This design comes from an exercise in tuning for small area, a short achievable clock period and few clock cycles per item on the open sky130 flow, not from production work. No run shown here included a check of the RTL's function; only the layout flow was run.

--- config.mk ---
export PLATFORM = sky130hd
export DESIGN_NAME = mat_engine_top
export DESIGN_NICKNAME = mat_engine_top
export VERILOG_FILES = /design/flow/design.v
export SDC_FILE = /design/flow/constraint.sdc
export NUM_CORES = 4
export LEC_CHECK = 0
export CAP_MARGIN = 20
export CORE_MARGIN = 2
export CORE_UTILIZATION = 35
export PLACE_DENSITY = 0.55
export SETUP_SLACK_MARGIN = 4.0
export SLEW_MARGIN = 20
--- constraint.sdc ---
create_clock -name core_clock -period 8.5 [get_ports {clk}]
set_input_delay 1.7000 -clock core_clock [delete_from_list [all_inputs] [get_ports {clk}]]
set_output_delay 1.7000 -clock core_clock [all_outputs]
set_load 0.01 [all_outputs]
--- design.v ---
`timescale 1ns/1ps
package mat_cfg_pkg;
    localparam int MAT_N  = 4;
    localparam int IDX_W  = 2;
    localparam int ADDR_W = 4;
    localparam int OPND_W = 8;
    localparam int ACC_W  = 20;
    typedef logic signed [OPND_W-1:0] operand_t;
    typedef logic signed [ACC_W-1:0]  acc_t;
    typedef logic [MAT_N*OPND_W-1:0] opnd_row_t;
    typedef logic [MAT_N*ACC_W-1:0] acc_row_t;
endpackage
`timescale 1ns/1ps
package mat_ctrl_pkg;
    typedef enum logic [1:0] {
        OP_NOP    = 2'd0,
        OP_LOAD_A = 2'd1,
        OP_LOAD_B = 2'd2,
        OP_START  = 2'd3
    } host_op_e;
    typedef enum logic [1:0] {
        EX_IDLE,
        EX_MAC,
        EX_STORE
    } exec_state_e;
endpackage
`timescale 1ns/1ps
import mat_ctrl_pkg::*;
module host_cmd_decode (
    input  logic                           clk,
    input  logic                           rst_n,
    input  logic                           cmd_valid,
    input  logic [1:0]                     cmd_op,
    input  logic                           busy_next,
    output logic                           wr_a,
    output logic                           wr_b,
    output logic                           start
);
    logic cmd_ok;
    assign cmd_ok = cmd_valid && !busy_next;
    assign wr_a   = cmd_ok && (cmd_op == OP_LOAD_A);
    assign wr_b   = cmd_ok && (cmd_op == OP_LOAD_B);
    always_ff @(posedge clk or negedge rst_n) begin
        if (!rst_n) begin
            start <= 1'b0;
        end else begin
            start <= cmd_ok && (cmd_op == OP_START);
        end
    end
endmodule
`timescale 1ns/1ps
import mat_cfg_pkg::*;
module operand_bank (
    input  logic                                 clk,
    input  logic                                 rst_n,
    input  logic                                 wr_a,
    input  logic                                 wr_b,
    input  logic                                 sel_a,
    input  logic [mat_cfg_pkg::ADDR_W-1:0]       addr,
    input  mat_cfg_pkg::operand_t                data,
    output logic [OPND_W-1:0]                    old_val,
    output logic [MAT_N*OPND_W-1:0]              x_row
);
    logic [MAT_N*MAT_N*OPND_W-1:0] mat_a;
    logic [MAT_N*MAT_N*OPND_W-1:0] mat_b;
    logic [IDX_W-1:0]              ai;
    logic [IDX_W-1:0]              aj;
    logic [MAT_N*OPND_W-1:0]       a_col;
    logic [MAT_N*OPND_W-1:0]       b_row;
    assign ai = addr[ADDR_W-1:IDX_W];
    assign aj = addr[IDX_W-1:0];
    always_ff @(posedge clk or negedge rst_n) begin
        if (!rst_n) begin
            mat_a <= '0;
            mat_b <= '0;
        end else begin
            for (int e = 0; e < MAT_N*MAT_N; e++) begin
                if (wr_a && addr == ADDR_W'(e)) mat_a[e*OPND_W +: OPND_W] <= data;
                if (wr_b && addr == ADDR_W'(e)) mat_b[e*OPND_W +: OPND_W] <= data;
            end
        end
    end
    always_comb begin
        for (int n = 0; n < MAT_N; n++) begin
            a_col[n*OPND_W +: OPND_W] = mat_a[(n*MAT_N + ai)*OPND_W +: OPND_W];
            b_row[n*OPND_W +: OPND_W] = mat_b[(aj*MAT_N + n)*OPND_W +: OPND_W];
        end
        for (int m = 0; m < MAT_N; m++) begin
            logic [IDX_W-1:0] ra;
            logic [IDX_W-1:0] rb;
            ra = IDX_W'(m) - ai;
            rb = IDX_W'(m) - aj;
            x_row[m*OPND_W +: OPND_W] = sel_a ? b_row[ra*OPND_W +: OPND_W]
                                              : a_col[rb*OPND_W +: OPND_W];
        end
        old_val = sel_a ? mat_a[addr*OPND_W +: OPND_W] : mat_b[addr*OPND_W +: OPND_W];
    end
endmodule
`timescale 1ns/1ps
import mat_cfg_pkg::*;
module matmul_execute (
    input  logic                            clk,
    input  logic                            rst_n,
    input  logic                            start,
    input  logic                            load,
    input  logic                            sel_a,
    input  logic [ADDR_W-1:0]               addr,
    input  mat_cfg_pkg::operand_t           data,
    input  logic [OPND_W-1:0]               old_val,
    input  logic [MAT_N*OPND_W-1:0]         x_row,
    output logic                            busy,
    output logic                            busy_next,
    output logic                            done,
    output logic [MAT_N*MAT_N*ACC_W-1:0]    c_live
);
    localparam int DW = OPND_W + 1;
    localparam int PW = DW + OPND_W;
    logic                        s1_vld;
    logic signed [DW-1:0]        s1_d;
    logic signed [OPND_W-1:0]    s1_x   [MAT_N];
    logic [IDX_W-1:0]            s1_sel [MAT_N];
    logic                        s2_vld;
    logic signed [PW-1:0]        s2_p   [MAT_N];
    logic [IDX_W-1:0]            s2_sel [MAT_N];
    logic [ACC_W-1:0]            c_old  [MAT_N];
    logic [ACC_W-1:0]            c_new  [MAT_N];
    assign busy_next = start;
    always_ff @(posedge clk or negedge rst_n) begin
        if (!rst_n) begin
            busy <= 1'b0;
            done <= 1'b0;
        end else begin
            busy <= busy_next;
            if (start) begin
                done <= 1'b0;
            end else if (busy) begin
                done <= 1'b1;
            end
        end
    end
    always_ff @(posedge clk or negedge rst_n) begin
        if (!rst_n) begin
            s1_vld <= 1'b0;
            s2_vld <= 1'b0;
        end else begin
            s1_vld <= load;
            s2_vld <= s1_vld;
        end
    end
    always_ff @(posedge clk) begin
        s1_d <= DW'($signed(data)) - DW'($signed(old_val));
        for (int m = 0; m < MAT_N; m++) begin
            s1_x[m] <= x_row[m*OPND_W +: OPND_W];
            s1_sel[m] <= sel_a ? addr[ADDR_W-1:IDX_W] : IDX_W'(m) - addr[IDX_W-1:0];
        end
    end
    always_ff @(posedge clk) begin
        for (int m = 0; m < MAT_N; m++) begin
            s2_p[m]   <= s1_d * s1_x[m];
            s2_sel[m] <= s1_sel[m];
        end
    end
    always_comb begin
        for (int m = 0; m < MAT_N; m++) begin
            c_old[m] = '0;
            for (int r = 0; r < MAT_N; r++) begin
                if (s2_sel[m] == IDX_W'(r)) begin
                    c_old[m] = c_live[(r*MAT_N + ((m - r) & (MAT_N - 1)))*ACC_W +: ACC_W];
                end
            end
            c_new[m] = c_old[m] + ACC_W'(s2_p[m]);
        end
    end
    always_ff @(posedge clk or negedge rst_n) begin
        if (!rst_n) begin
            c_live <= '0;
        end else begin
            for (int r = 0; r < MAT_N; r++) begin
                for (int c = 0; c < MAT_N; c++) begin
                    if (s2_vld && s2_sel[(r + c) % MAT_N] == IDX_W'(r)) begin
                        c_live[(r*MAT_N + c)*ACC_W +: ACC_W] <= c_new[(r + c) % MAT_N];
                    end
                end
            end
        end
    end
endmodule
`timescale 1ns/1ps
import mat_cfg_pkg::*;
module result_store (
    input  logic                           clk,
    input  logic                           copy,
    input  logic [MAT_N*MAT_N*ACC_W-1:0]   c_live,
    input  logic [ADDR_W-1:0]              rd_addr,
    output mat_cfg_pkg::acc_t              rd_data
);
    logic [MAT_N*MAT_N*ACC_W-1:0] res;
    always_ff @(posedge clk) begin
        if (copy) res <= c_live;
    end
    assign rd_data = res[rd_addr*ACC_W +: ACC_W];
endmodule
`timescale 1ns/1ps
import mat_cfg_pkg::*;
module mat_engine_top (
    input  logic                           clk,
    input  logic                           rst_n,
    input  logic                           cmd_valid,
    input  logic [1:0]                     cmd_op,
    input  logic [mat_cfg_pkg::ADDR_W-1:0] cmd_addr,
    input  logic [mat_cfg_pkg::OPND_W-1:0] cmd_data,
    input  logic [mat_cfg_pkg::ADDR_W-1:0] rd_addr,
    output logic [mat_cfg_pkg::ACC_W-1:0]  rd_data,
    output logic                           busy,
    output logic                           done
);
    logic                          wr_a;
    logic                          wr_b;
    logic                          start;
    logic                          busy_next;
    logic                          sel_a;
    logic [OPND_W-1:0]             old_val;
    logic [MAT_N*OPND_W-1:0]       x_row;
    logic [MAT_N*MAT_N*ACC_W-1:0]  c_live;
    assign sel_a = (cmd_op == mat_ctrl_pkg::OP_LOAD_A);
    host_cmd_decode u_decode (
        .clk       (clk),
        .rst_n     (rst_n),
        .cmd_valid (cmd_valid),
        .cmd_op    (cmd_op),
        .busy_next (busy_next),
        .wr_a      (wr_a),
        .wr_b      (wr_b),
        .start     (start)
    );
    operand_bank u_bank (
        .clk     (clk),
        .rst_n   (rst_n),
        .wr_a    (wr_a),
        .wr_b    (wr_b),
        .sel_a   (sel_a),
        .addr    (cmd_addr),
        .data    (cmd_data),
        .old_val (old_val),
        .x_row   (x_row)
    );
    matmul_execute u_exec (
        .clk       (clk),
        .rst_n     (rst_n),
        .start     (start),
        .load      (wr_a || wr_b),
        .sel_a     (sel_a),
        .addr      (cmd_addr),
        .data      (cmd_data),
        .old_val   (old_val),
        .x_row     (x_row),
        .busy      (busy),
        .busy_next (busy_next),
        .done      (done),
        .c_live    (c_live)
    );
    result_store u_result (
        .clk      (clk),
        .copy     (busy),
        .c_live   (c_live),
        .rd_addr  (rd_addr),
        .rd_data  (rd_data)
    );
endmodule
--- run.sh ---
#!/bin/bash
# synth_recipe.tcl (not shown) runs the flow's synth.tcl, then flattens the netlist and writes it again
# the make line also repeats each setting of config.mk as NAME=value (left out here)
make -C /OpenROAD-flow-scripts/flow DESIGN_CONFIG=/design/flow/config.mk WORK_HOME=/design/flow/orfs CLKGATE_MAP_FILE= SYNTH_SCRIPT=/design/flow/synth_recipe.tcl finish
==> results of run 1 <==
## critical path, cell delays in order
cell and delay, ns:
buf_16 0.15, buf_6 0.12, mux4_2 0.48, mux4_2 0.62
buf_6 0.18
## cells in the final DEF (no fill, tap or decap), types with 15 or more instances in the layout
cell type and n:
a21o_1 47, a21oi_1 85, and2_1 168, and3_1 21, buf_12 27, buf_16 16, buf_4 93, buf_6 24
clkbuf_1 27, clkbuf_16 118, clkbuf_8 23, clkinv_2 26, dfrtp_1 580, dfxtp_1 89, dfxtp_2 19, edfxtp_1 320
fa_1 243, ha_1 202, inv_1 351, mux2_2 210, mux4_2 388, nand2_1 680, nand2b_1 24, nand3_1 20
nor2_1 94, nor2b_1 24, nor3_1 15, o21a_1 17, o21ai_0 363, o21bai_1 15, xnor2_1 81, xor2_1 51
## routing by layer
layer,share of wire (%),up-vias
met4,4.0,4
met3,6.9,304
met1,43,19400
met5,0.015,-
li1,-,16500
met2,46,1334
## final cells by class
cell class | instances | area [um2]
Multi-Input combinational cell | 2977 | 29300
Clock inverter | 49 | 508
Fill cell | 15300 | 98400
Antenna cell | 3 | 7.51
Clock buffer | 163 | 3250
Tap cell | 2189 | 2740
Sequential cell | 1022 | 26600
Timing Repair Buffer | 198 | 2470
Inverter | 362 | 1370
## stage by stage
stage | std cells
6_report | 6963
5_1_grt | 6961
4_1_cts | 6917
3_5_place_dp | 6650
3_3_place_gp | 6650
2_1_floorplan | 4606
## cells by family after synthesis
group | count (synthesis) | share of synthesized area (%)
mux | 606 | 19.3
compound gates | 660 | 6.67
fa+ha+maj | 465 | 13.3
flops | 1022 | 45.9
xor+xnor | 137 | 2.07
simple gates | 1109 | 8.58
buf+inv | 607 | 4.10
## state kept, by name, summed over array words and instances (netlist names)
| register | cells |
|---|---|
| u_exec.s1_x | 32 |
| u_exec.s2_p | 68 |
| u_exec.s1_sel | 6 |
| u_exec.c_live | 320 |
| u_bank.mat_b | 128 |
| u_exec.s1_d | 9 |
| u_result.res | 320 |
| u_decode.start | 1 |
| u_bank.mat_a | 128 |
| u_exec.s2_sel | 6 |
| u_exec.done | 1 |
| u_exec.busy | 1 |
| u_exec.s1_vld | 1 |
| u_exec.s2_vld | 1 |
## timing repair
| action | 4_1_cts | 5_1_grt |
|---|---|---|
| gates cloned | 13 | 5 |
| resized for setup | 157 | 106 |
| pin swaps | 1 | 33 |
| buffers inserted | 42 | 38 |
| setup endpoints to repair | 110 | 78 |
## final timing paths
check                                                  from                             to  slack, ns  cells after the start
worst max-delay path                             rd_addr[0]                     rd_data[0]       3.51                      5
worst min-delay path            u_exec.s1_sel[1][0]$_DFF_P_    u_exec.s2_sel[1][0]$_DFF_P_       0.32                      0
worst max register to register       u_exec.s1_d[3]$_DFF_P_     u_exec.s2_p[0][16]$_DFF_P_       4.05                     18
worst min register to register  u_exec.s1_sel[1][0]$_DFF_P_    u_exec.s2_sel[1][0]$_DFF_P_       0.32                      0
max in group asynchronous                             rst_n   u_bank.mat_b[70]$_DFFE_PN0P_       5.93                      2
min in group asynchronous                             rst_n  u_exec.c_live[73]$_DFFE_PN0P_       0.96                      1
==> summary.txt, run 1 <==
Status: complete, no violations
RSZ-0062 raised after global routing: yes
Vias in the first global route: 38100
Residual DRC count: 0
Crit Path Class: in2out
Slew Limit Fails: 0
Post-DP HPWL: 117000 um
Clock buffer count from CTS: 111
Synthesized instance count: 4606
Top-area cell type share of the netlist area: 25.1%
Sink Count: 1022
Mapped Area: 57800 um2
Gr usage total: 21.1%
Setup TNS: 0 ns
Fmax: 201 MHz
Required time worst endpoint: 6.80 ns
Number of I/O pins: 43
Die X: 410 um
Busiest grt layer: met2
Yosys cell types: 67
Seq cells post-synth: 1022
Post-synth EDFFs: 320
Starting density of the core: 35.1%
Synthesized Nets: 5092
Via count: 37500
Initial antenna violation count: 8
Max_cap viols: 0
Hold Slack: 0.324 ns
Initial DRC Count: 3531
Clock transition time at the flip-flop clock pins of the worst setup and hold paths: 0.06 ns
FFs w/ async S/R, synth: 56.8%
Final Util: 40.2%
TritonRoute pass-1 iters: 5
Final Hold Vio Count: 0
Crit path DAT: 3.29 ns
Final WL: 178000 um
Seq/Total Area, Yosys: 45.9%
Biggest area consumer among synthesized cells: dfrtp_1
# rows: 149
Global route total overflow: 0
Port Buffers: 42
Clock Path Buffers: 3
Total Nets Final: 5158
Largest net degree at the start of global routing: 167
Wire length per cell: 25.5 um
Area Overhead vs Synth: 14.5%
GR Util met1: 29.1%
Vias/cell: 5.39
GP Congestion: 0.888
Slew HR: 23.4%
Area post-placement: 60500 um2
First-pass GRT wire length: 262000 um
Syn Area/Cell: 12.6 um2
Startpoint type of the worst setup path: primary input
Core ar.: 165000 um2
Clock root buffer: clkbuf_16
Layout cell share with drive strength beyond 1: 22.9%
Hold Crit Class: reg2reg
Htree depth: 3
Worst-case clock skew: 0.111 ns
Antenna-violating nets left: 0
Max FO, Critical Path: 7
Worst-Skew Late Latency: 0.76 ns
Setup violators final: 0
Count leader, synth: nand2_1
Final WS setup: 3.51 ns
Die area: 168000 um2
Final instance area: 66200 um2
Minimum clock period: 4.99 ns
Pre-CTS setup slack: 2.23 ns
Met3 GRT Util: 3.79%
Worst-Margin Slew: 1.15 ns
Die height: 410 um
Period utilization: 58.7%
Worst setup EP type: output pin
Ys flop type: dfrtp_1
Grt met2 use: 33.3%
Synth cell count leaders: nand2_1, dfrtp_1, mux4_2
Syn. warnings: 10
Synth area leaders: dfrtp_1, edfxtp_1, mux4_2, fa_1, ha_1
Hold buffer count at cts: 0
CTS tree: built
==> inputs of run 2 (changes only) <==
--- a/config.mk
+++ b/config.mk
@@ -9,5 +9,5 @@
 export CORE_MARGIN = 2
-export CORE_UTILIZATION = 35
-export PLACE_DENSITY = 0.55
-export SETUP_SLACK_MARGIN = 4.0
+export CORE_UTILIZATION = 55
+export PLACE_DENSITY = 0.7
+export SETUP_SLACK_MARGIN = 4.5
 export SLEW_MARGIN = 20
==> summary.txt, run 2 <==
Status: complete, no violations
Clock Path Buffers: 3
Worst setup EP type: output pin
Max FO, Critical Path: 7
Leading registers by flop count: u_exec.c_live x320, u_result.res x320
Vias in the first global route: 39500
Largest net degree at the start of global routing: 146
Final WL: 172000 um
Slew HR: 21.3%
Clock buffer count from CTS: 103
Period utilization: 58.6%
GP Congestion: 0.961
RSZ-0062 raised after global routing: yes
Worst-Skew Late Latency: 0.73 ns
Die X: 328 um
Synth area leaders: dfrtp_1, edfxtp_1, mux4_2, fa_1, ha_1
Worst-Margin Slew: 1.18 ns
Clock root buffer: clkbuf_16
Port Buffers: 42
Layout fillers: 7576
Initial antenna violation count: 1
N_diodes: 0
Max_cap viols: 0
Count leader, synth: nand2_1
Die height: 328 um
First-pass GRT wire length: 256000 um
Synthesized Nets: 5092
Via count: 39300
Final Hold Vio Count: 0
Synth cell count leaders: nand2_1, dfrtp_1, mux4_2
Yosys cell types: 67
Required time worst endpoint: 6.80 ns
Top-area cell type share of the netlist area: 25.1%
Sink Count: 1022
Final Util: 64.2%
Post-DP HPWL: 109000 um
Gr usage total: 32.3%
Fmax: 201 MHz
Seq cells post-synth: 1022
Area post-placement: 59600 um2
Vias/cell: 6.35
Area Overhead vs Synth: 15.3%
Most common cell after layout, fill and taps aside: nand2_1
Biggest area consumer among synthesized cells: dfrtp_1
FFs w/ async S/R, synth: 56.8%
Antenna-violating nets left: 0
Initial DRC Count: 4491
Die area: 108000 um2
Syn. warnings: 10
Worst-case clock skew: 0.0704 ns
Minimum clock period: 4.98 ns
Synthesized instance count: 4606
# rows: 118
Slew Limit Fails: 0
Hold Crit Class: reg2reg
Starting density of the core: 55.6%
Htree depth: 3
Post-synth EDFFs: 320
Crit Path Class: in2out
Final instance area: 66700 um2
Setup TNS: 0 ns
Mapped Area: 57800 um2
Most frequent cells in the layout: nand2_1, dfrtp_1, mux4_2, o21ai_0, inv_1
Hold buffer count at cts: 0
Startpoint type of the worst setup path: primary input
Core ar.: 104000 um2
Layout cell share with drive strength beyond 1: 26.9%
Global route total overflow: 0
Clock transition time at the flip-flop clock pins of the worst setup and hold paths: 0.07 ns
Crit path DAT: 3.28 ns
Seq/Total Area, Yosys: 45.9%
Wire length per cell: 27.9 um
Residual DRC count: 0
Total Nets Final: 5198
CTS tree: built
Setup violators final: 0
Number of I/O pins: 43
Syn Area/Cell: 12.6 um2
TritonRoute pass-1 iters: 8
Ys flop type: dfrtp_1
## run 2: changes by cell type in the layout (fill, tap and decap cells not counted), moves of 17 or more
cell / previous run / this run
nand2_1: 680 / 659
inv_1: 351 / 326
buf_6: 24 / 46
nand2_2: 3 / 20
ha_4: 10 / 31
inv_2: 7 / 29
ha_1: 202 / 178
## run 2: repair_timing
action,in CTS,in global routing
endpoints found under the setup margin,323,273
pin swaps,100,89
buffers inserted,91,33
cloned,19,5
resized for setup,355,151
## run 2: stage by stage
stage / hold WS (ns) / cells / setup WS [ns]
3_3_place_gp: 0.312 / 5838 / 2.38
4_1_cts: 0.323 / 6142 / 3.52
6_report: 0.321 / 6181 / 3.52
5_1_grt: 0.326 / 6181 / 3.50
3_5_place_dp: 0.313 / 5838 / 2.37
2_1_floorplan: 0.310 / 4606 / 3.72
## run 2: logic make-up (layout without fill, tap and decap cells)
group                    count (synthesis)  after routing  synth area share [%]
multiplexers                           606            606                  19.3
adder cells (fa/ha/maj)                465            465                  13.3
flip-flops                            1022           1022                  45.9
buffers and inverters                  607            802                  4.10
AO/OA/AOI/OAI                          660            660                  6.67
AND/OR/NAND/NOR                       1109           1109                  8.58
XOR/XNOR                               137            137                  2.07
## run 2: per-layer routing
metal  vias up  track usage, %  part of all wire, %
li1      16500               -                    -
met1     20100            43.0                   38
met2      2125            50.4                   47
met3       484            7.77                   10
met4         2            15.6                  5.6
met5         -           0.222               0.0075
## run 2: worst paths after layout
path | start | endpoint | slack (ns) | cells past startpoint
worst max-delay path | rd_addr[0] | rd_data[6] | 3.52 | 6
worst min-delay path | u_exec.s1_sel[3][1]$_DFF_P_ | u_exec.s2_sel[3][1]$_DFF_P_ | 0.32 | 0
worst max register to register | u_exec.s1_d[7]$_DFF_P_ | u_exec.s2_p[1][15]$_DFF_P_ | 4.12 | 20
min in group asynchronous | rst_n | u_exec.busy$_DFF_PN0_ | 1.02 | 1
worst min register to register | u_exec.s1_sel[3][1]$_DFF_P_ | u_exec.s2_sel[3][1]$_DFF_P_ | 0.32 | 0
max in group asynchronous | rst_n | u_bank.mat_b[94]$_DFFE_PN0P_ | 5.94 | 2
## run 2: worst max-delay path: stages
cell    delay [ns]
buf_16        0.15
buf_16        0.14
buf_12        0.12
mux4_2        0.50
mux4_2        0.49
buf_6         0.14
## run 2: cell type report
type	instances	area, um2	share of cell area, %
inverter	362	1380	2.07
clock inverter	59	698	1.05
timing repair buffer	246	3270	4.90
sequential	1022	26600	39.9
multi-input combinational	2977	30100	45.2
clock buffer	135	2860	4.29
tap	1380	1730	2.59
==> inputs of run 3 (changes only) <==
--- a/design.v
+++ b/design.v
@@ -67,6 +67,11 @@
     logic [IDX_W-1:0]              aj;
+    logic [IDX_W-1:0]              n_sel;
+    logic [IDX_W-1:0]              rot;
     logic [MAT_N*OPND_W-1:0]       a_col;
     logic [MAT_N*OPND_W-1:0]       b_row;
-    assign ai = addr[ADDR_W-1:IDX_W];
-    assign aj = addr[IDX_W-1:0];
+    logic [MAT_N*OPND_W-1:0]       vec;
+    assign ai    = addr[ADDR_W-1:IDX_W];
+    assign aj    = addr[IDX_W-1:0];
+    assign n_sel = sel_a ? aj : ai;
+    assign rot   = sel_a ? ai : aj;
     always_ff @(posedge clk or negedge rst_n) begin
@@ -84,14 +89,12 @@
         for (int n = 0; n < MAT_N; n++) begin
-            a_col[n*OPND_W +: OPND_W] = mat_a[(n*MAT_N + ai)*OPND_W +: OPND_W];
-            b_row[n*OPND_W +: OPND_W] = mat_b[(aj*MAT_N + n)*OPND_W +: OPND_W];
-        end
+            a_col[n*OPND_W +: OPND_W] = mat_a[(n*MAT_N + n_sel)*OPND_W +: OPND_W];
+            b_row[n*OPND_W +: OPND_W] = mat_b[(n_sel*MAT_N + n)*OPND_W +: OPND_W];
+        end
+        vec = sel_a ? b_row : a_col;
         for (int m = 0; m < MAT_N; m++) begin
-            logic [IDX_W-1:0] ra;
-            logic [IDX_W-1:0] rb;
-            ra = IDX_W'(m) - ai;
-            rb = IDX_W'(m) - aj;
-            x_row[m*OPND_W +: OPND_W] = sel_a ? b_row[ra*OPND_W +: OPND_W]
-                                              : a_col[rb*OPND_W +: OPND_W];
-        end
-        old_val = sel_a ? mat_a[addr*OPND_W +: OPND_W] : mat_b[addr*OPND_W +: OPND_W];
+            logic [IDX_W-1:0] q;
+            q = IDX_W'(m) - rot;
+            x_row[m*OPND_W +: OPND_W] = vec[q*OPND_W +: OPND_W];
+        end
+        old_val = sel_a ? a_col[ai*OPND_W +: OPND_W] : b_row[aj*OPND_W +: OPND_W];
     end
@@ -116,3 +119,2 @@
     localparam int DW = OPND_W + 1;
-    localparam int PW = DW + OPND_W;
     logic                        s1_vld;
@@ -121,7 +123,4 @@
     logic [IDX_W-1:0]            s1_sel [MAT_N];
-    logic                        s2_vld;
-    logic signed [PW-1:0]        s2_p   [MAT_N];
-    logic [IDX_W-1:0]            s2_sel [MAT_N];
-    logic [ACC_W-1:0]            c_old  [MAT_N];
-    logic [ACC_W-1:0]            c_new  [MAT_N];
+    logic signed [ACC_W-1:0]     c_old  [MAT_N];
+    logic signed [ACC_W-1:0]     c_new  [MAT_N];
     assign busy_next = start;
@@ -143,6 +142,4 @@
             s1_vld <= 1'b0;
-            s2_vld <= 1'b0;
         end else begin
             s1_vld <= load;
-            s2_vld <= s1_vld;
         end
@@ -156,8 +153,2 @@
     end
-    always_ff @(posedge clk) begin
-        for (int m = 0; m < MAT_N; m++) begin
-            s2_p[m]   <= s1_d * s1_x[m];
-            s2_sel[m] <= s1_sel[m];
-        end
-    end
     always_comb begin
@@ -166,3 +157,3 @@
             for (int r = 0; r < MAT_N; r++) begin
-                if (s2_sel[m] == IDX_W'(r)) begin
+                if (s1_sel[m] == IDX_W'(r)) begin
                     c_old[m] = c_live[(r*MAT_N + ((m - r) & (MAT_N - 1)))*ACC_W +: ACC_W];
@@ -170,3 +161,3 @@
             end
-            c_new[m] = c_old[m] + ACC_W'(s2_p[m]);
+            c_new[m] = c_old[m] + s1_d * s1_x[m];
         end
@@ -179,3 +170,3 @@
                 for (int c = 0; c < MAT_N; c++) begin
-                    if (s2_vld && s2_sel[(r + c) % MAT_N] == IDX_W'(r)) begin
+                    if (s1_vld && s1_sel[(r + c) % MAT_N] == IDX_W'(r)) begin
                         c_live[(r*MAT_N + c)*ACC_W +: ACC_W] <= c_new[(r + c) % MAT_N];
--- a/config.mk
+++ b/config.mk
@@ -9,5 +9,5 @@
 export CORE_MARGIN = 2
-export CORE_UTILIZATION = 55
-export PLACE_DENSITY = 0.7
-export SETUP_SLACK_MARGIN = 4.5
+export CORE_UTILIZATION = 40
+export PLACE_DENSITY = 0.6
+export SETUP_SLACK_MARGIN = 3.5
 export SLEW_MARGIN = 20
==> summary.txt, run 3 <==
RSZ-0062 raised after global routing: yes
Residual DRC count: 0
Slew HR: 24.9%
Htree depth: 3
Worst-case clock skew: 0.0631 ns
CTS tree: built
Post-Synth Simple-Gate Area: 8.82%
Vias/cell: 5.49
Die height: 371 um
XOR/XNOR share of the synthesized area: 2.56%
Max_cap viols: 0
Hold Crit Class: reg2reg
Top-area cell type share of the netlist area: 26.9%
Total Nets Final: 5140
Clock Path Buffers: 3
Syn Area/Cell: 12.2 um2
Minimum clock period: 6.15 ns
Post-DP HPWL: 106000 um
Ys flop type: dfrtp_1
Die X: 371 um
Sink Count: 947
Slowest cell on crit path: fa_1
GP Congestion: 0.884
TritonRoute pass-1 iters: 5
Synth Area in Compound Gates: 6.80%
Core ar.: 134000 um2
Most frequent cells in the layout: dfrtp_1, nand2_1, inv_1, edfxtp_1, mux4_2
Largest net degree at the start of global routing: 157
Startpoint type of the worst setup path: flop
Synth area leaders: dfrtp_1, edfxtp_1, mux4_2, fa_1, ha_1
Leading registers by flop count: u_exec.c_live x320, u_result.res x320
First-pass GRT wire length: 238000 um
Seq/Total Area, Yosys: 46.5%
Worst-Skew Late Latency: 0.75 ns
Layout cell share with drive strength beyond 1: 32.5%
Required time worst endpoint: 9.11 ns
Number of I/O pins: 43
Worst Path Buf+Inv: 6
Cell Count, Final, Fillers Out: 6517
Final Hold Vio Count: 0
Initial DRC Count: 2844
Clock root buffer: clkbuf_16
Crit Path Class: reg2reg
Worst path most repeated cell: fa_1
Mapped Area: 53900 um2
Fmax: 162 MHz
Antenna-violating nets left: 0
Crit path DAT: 6.77 ns
Max FO, Critical Path: 7
FFs w/ async S/R, synth: 61.2%
Gr usage total: 23.2%
Clock buffer count from CTS: 103
Status: complete, no violations
Wire length per cell: 24.4 um
Largest family of logic cells by synthesized area: multiplexers
Final WL: 159000 um
Synthesized Nets: 4896
Max stage delay on crit path: 0.53 ns
Area Overhead vs Synth: 23.3%
Via count: 35800
Worst setup EP type: flop
Most common cell after layout, fill and taps aside: dfrtp_1
Post-synth EDFFs: 320
Global route total overflow: 0
Post-synthesis mux area share: 16.7%
Biggest area consumer among synthesized cells: dfrtp_1
Initial antenna violation count: 0
Synth cell count leaders: dfrtp_1, nand2_1, inv_1
Worst-Margin Slew: 1.12 ns
Starting density of the core: 40.3%
Dpl cells: 6073
Hold buffer count at cts: 0
Vias in the first global route: 36700
Clock transition time at the flip-flop clock pins of the worst setup and hold paths: 0.06 ns
Yosys cell types: 78
Period utilization: 72.4%
CP top delay family: adder cells
Slew Limit Fails: 0
Synth Area in Adders: 14.2%
Synthesized instance count: 4414
Port Buffers: 42
Syn. warnings: 8
Seq cells post-synth: 947
# rows: 134
Die area: 138000 um2
N_diodes: 0
Setup violators final: 0
Setup TNS: 0 ns
[run 3: cell count changes in the layout (fill, tap and decap cells not counted), sizes merged, moves of 15 or more]
cell / change
mux4: -132
buf: +92
inv: +45
mux2i: +68
a21o: -15
o21ai: +20
dfxtp: -74
nand2: -104
[run 3: routing by layer]
layer / track usage, % / vias to the layer above / routed length [um]
met2: 38.7 / 1009 / 77400
met1: 31.0 / 18600 / 67700
met3: 3.14 / 293 / 7520
li1: - / 15800 / -
met4: 8.33 / 0 / 6490
met5: 0 / - / 0
[run 3: area by class of cell]
cell class | count | area (um2)
clock buffers | 135 | 2850
well taps | 1768 | 2210
flip-flops and latches | 947 | 25200
multi-input cells | 2842 | 29900
clock inverters | 61 | 851
fillers | 11400 | 67200
repair buffers | 353 | 3890
inverters | 411 | 1580
[run 3: kinds of logic after synthesis]
logic type,after synthesis
xor+xnor,153
flops,947
compound gates,637
buf+inv,625
simple gates,1038
fa+ha+maj,461
mux,553
[run 3: path summary, 6_finish.rpt]
kind | from | endpoint | slack, ns | cells after the start
setup / recovery | u_exec.s1_d[6]$_DFF_P_ | u_exec.c_live[239]$_DFFE_PN0P_ | 2.35 | 26
hold / removal | u_decode.start$_DFF_PN0_ | u_exec.busy$_DFF_PN0_ | 0.41 | 0
setup reg to reg | u_exec.s1_d[6]$_DFF_P_ | u_exec.c_live[239]$_DFFE_PN0P_ | 2.35 | 26
hold reg to reg | u_decode.start$_DFF_PN0_ | u_exec.busy$_DFF_PN0_ | 0.41 | 0
max in group asynchronous | rst_n | u_bank.mat_b[109]$_DFFE_PN0P_ | 5.98 | 2
min in group asynchronous | rst_n | u_exec.c_live[119]$_DFFE_PN0P_ | 1.02 | 1
[run 3: per-stage QoR]
step / hold slack (ns) / setup slack, ns / area, um2 / util, %
after floorplan: 0.375 / 2.89 / 54800 / -
after global placement: 0.408 / 1.75 / 57000 / 42.7
after detailed placement: 0.404 / 1.69 / 57000 / 42.7
after CTS: 0.416 / 2.42 / 65100 / 48.7
after global routing: 0.444 / 2.20 / 66400 / 49.7
final: 0.408 / 2.35 / 66400 / 49.7
[run 3: what timing repair did]
item                                    in CTS  in global routing
setup buffers                              181                 47
endpoints found under the setup margin     228                206
gates resized for setup                    610                233
cloned                                      17                  3
pin swaps                                  250                155
[run 3: worst register-to-register path, cell delays in order (launching register included)]
cell	delay, ns
dfxtp_4	0.37
buf_12	0.14
buf_12	0.13
nand2_1	0.08
fa_1	0.49
fa_1	0.50
inv_1	0.05
fa_1	0.53
inv_1	0.05
fa_1	0.50
inv_2	0.05
ha_4	0.27
inv_1	0.06
o21bai_2	0.17
a21oi_4	0.08
nor2b_1	0.16
o21a_1	0.23
a31oi_4	0.13
o21ai_2	0.21
xor2_2	0.24
ha_1	0.32
a21o_1	0.23
a21oi_4	0.25
a2111oi_4	0.12
o31ai_4	0.36
nand4_1	0.17
xnor2_1	0.18
==> inputs of run 4 (changes only) <==
--- a/config.mk
+++ b/config.mk
@@ -11,3 +11,3 @@
 export PLACE_DENSITY = 0.6
-export SETUP_SLACK_MARGIN = 3.5
+export SETUP_SLACK_MARGIN = 4.0
 export SLEW_MARGIN = 20
==> summary.txt, run 4 <==
Largest family of logic cells by synthesized area: multiplexers
Max FO, Critical Path: 7
R2r setup slk: 2.35 ns
Worst-Skew Late Latency: 0.76 ns
Largest net degree at the start of global routing: 150
Post-synthesis mux area share: 16.7%
Fmax: 163 MHz
Antenna-violating nets left: 0
Synth Area in Compound Gates: 6.80%
Vias/cell: 5.52
Max stage delay on crit path: 0.56 ns
Setup crit start: u_exec.s1_d[5]$_DFF_P_
Hold Slack: 0.441 ns
Required time worst endpoint: 9.13 ns
Seq/Total Area, Yosys: 46.5%
Gr usage total: 23.4%
Area post-placement: 57000 um2
Seq cells post-synth: 947
Status: complete, no violations
Area Overhead vs Synth: 24.5%
Initial DRC Count: 3001
Worst-Margin Slew: 1.25 ns
Crit Path Class: reg2reg
XOR/XNOR share of the synthesized area: 2.56%
Clock root buffer: clkbuf_16
Hold Crit Class: reg2reg
Yosys cell types: 78
GP Congestion: 0.892
Slew Limit Fails: 0
Core ar.: 134000 um2
Clock Path Buffers: 3
Post-Synth Simple-Gate Area: 8.82%
Clock buffer count from CTS: 100
Synth area leaders: dfrtp_1, edfxtp_1, mux4_2, fa_1, ha_1
Hold buffer count at cts: 0
Layout cell share with drive strength beyond 1: 33.2%
Slew HR: 16.9%
Die X: 371 um
Residual DRC count: 0
Setup violators final: 0
R2R Path Start: u_exec.s1_d[5]$_DFF_P_
Ys flop type: dfrtp_1
Synthesized Nets: 4896
Most common cell after layout, fill and taps aside: dfrtp_1
Layout fillers: 11300
Period utilization: 72.3%
Crit path DAT: 6.77 ns
Startpoint type of the worst setup path: flop
Clock transition time at the flip-flop clock pins of the worst setup and hold paths: 0.07 ns
RSZ-0062 raised after global routing: yes
Worst setup EP type: flop
Mapped Area: 53900 um2
Final WL: 162000 um
Sink Count: 947
Slowest cell on crit path: fa_1
Synth Area in Adders: 14.2%
Worst-case clock skew: 0.0706 ns
Htree depth: 3
FF-to-FF path depth: 29
CTS tree: built
First-pass GRT wire length: 238000 um
Synth cell count leaders: dfrtp_1, nand2_1, inv_1
Starting density of the core: 40.3%
Post-synth EDFFs: 320
Vias in the first global route: 36400
Total Nets Final: 5190
Final instance area: 67100 um2
Die area: 138000 um2
Biggest area consumer among synthesized cells: dfrtp_1
Post-DP HPWL: 103000 um
Wire length per cell: 24.7 um
Global route total overflow: 0
RR Endpoint: u_exec.c_live[218]$_DFFE_PN0P_
Syn. warnings: 8
Setup TNS: 0 ns
Most frequent cells in the layout: dfrtp_1, nand2_1, inv_1, edfxtp_1, mux4_2
Syn Area/Cell: 12.2 um2
Top-area cell type share of the netlist area: 26.9%
Via count: 36200
Die height: 371 um
Number of I/O pins: 43
Final Hold Vio Count: 0
Initial antenna violation count: 2
FFs w/ async S/R, synth: 61.2%
Synthesized instance count: 4414
Port Buffers: 42
TritonRoute pass-1 iters: 7
Leading registers by flop count: u_exec.c_live x320, u_result.res x320
N_diodes: 0
Minimum clock period: 6.15 ns
Max_cap viols: 0
Final Util: 50.2%
# rows: 134
Crit path to: u_exec.c_live[218]$_DFFE_PN0P_
run 4: cell counts after synthesis:
Identical to the previous run, type by type.
run 4: routing by layer:
layer / wire, um / up-vias / GRT usage, %
li1: - / 15900 / -
met3: 9230 / 305 / 3.25
met5: 0 / - / 0
met2: 77700 / 1204 / 38.4
met1: 67600 / 18800 / 31.6
met4: 7530 / 0 / 9.07
run 4: critical path: cells and delay by family (launching register included):
family                   cells  cell delay (ns)
AND/OR/NAND/NOR              3             0.27
AO/OA/AOI/OAI               11             1.93
buffers and inverters        8             0.87
flip-flops                   1             0.41
adder cells (fa/ha/maj)      6             2.44
XOR/XNOR                     1             0.15
run 4: worst min path at each step:
| stage | startpoint | to | slack, ns | cells after the start |
|---|---|---|---|---|
| 2_1_floorplan | u_decode.start$_DFF_PN0_ | u_exec.busy$_DFF_PN0_ | 0.37 | 0 |
| 3_3_place_gp | u_decode.start$_DFF_PN0_ | u_exec.busy$_DFF_PN0_ | 0.44 | 0 |
| 3_5_place_dp | u_exec.c_live[162]$_DFFE_PN0P_ | u_result.res[162]$_DFFE_PP_ | 0.45 | 0 |
| 4_1_cts | u_exec.c_live[162]$_DFFE_PN0P_ | u_result.res[162]$_DFFE_PP_ | 0.44 | 0 |
| 5_1_grt | u_exec.c_live[162]$_DFFE_PN0P_ | u_result.res[162]$_DFFE_PP_ | 0.45 | 0 |
| 6_report | u_exec.c_live[162]$_DFFE_PN0P_ | u_result.res[162]$_DFFE_PP_ | 0.44 | 0 |
run 4: area by class of cell:
| type | instances | area, um2 | area share (%) |
|---|---|---|---|
| Clock inverter | 47 | 621 | 0.925 |
| Multi-Input combinational cell | 2844 | 30000 | 44.7 |
| Timing Repair Buffer | 404 | 4640 | 6.92 |
| Sequential cell | 947 | 25100 | 37.5 |
| Inverter | 411 | 1570 | 2.34 |
| Clock buffer | 142 | 2900 | 4.33 |
| Tap cell | 1768 | 2210 | 3.30 |
run 4: kinds of logic (layout without fill, tap and decap cells):
kind of cell,after synthesis,in the layout
AND/OR/NAND/NOR,1038,1040
buffers and inverters,625,1004
AO/OA/AOI/OAI,637,637
adder cells (fa/ha/maj),461,461
flip-flops,947,947
XOR/XNOR,153,153
multiplexers,553,553
run 4: what timing repair did:
action                     CTS  global route
resized for setup          665           287
pin swaps                  188           188
setup endpoints to repair  268           237
gates cloned                21             3
setup buffers              189            93
run 4: through the flow:
stage | setup slack, ns | instances
after floorplan | 2.89 | 4414
after global placement | 1.71 | 6068
after detailed placement | 1.60 | 6068
after CTS | 2.48 | 6467
after global routing | 2.17 | 6563
final | 2.35 | 6563

-- port drivers added, routing unchanged --
The flow's constraints put no driver on any port. The routed layouts listed below were extracted and timed again, unchanged, in two steps. Step 1 sets driving cells, clkbuf_16 on the clock port and buf_2 on the other inputs (assumed; they add their load-dependent delay and slew). Step 2, shift: input delay + t, output delay - t, t = (earliest + latest rising clock arrival at the registers) / 2. This alone moves slack from input paths to output paths. a / b / c = ideal / step 1 / step 2; a / b = the first two.
run | t (ns) | setup WS [ns] | hold WS [ns] | worst data-port slew with drivers (ns)
run 1 | 0.773 | 3.515 / 2.909 / 2.909 | 0.324 / 0.324 / 0.324 | 0.73
run 2 | 0.768 | 3.521 / 3.073 / 3.073 | 0.321 / 0.321 / 0.321 | 0.52
run 3 | 0.787 | 2.346 / 2.346 / 2.346 | 0.408 / 0.408 / 0.408 | 0.30
run 4 | 0.797 | 2.355 / 2.355 / 2.355 | 0.441 / 0.441 / 0.441 | 0.52
After both steps every run listed still meets setup and hold. For run 1, which loses most, drivers alone change the setup slack by -0.606 ns; drivers and shift together by -0.606 ns.
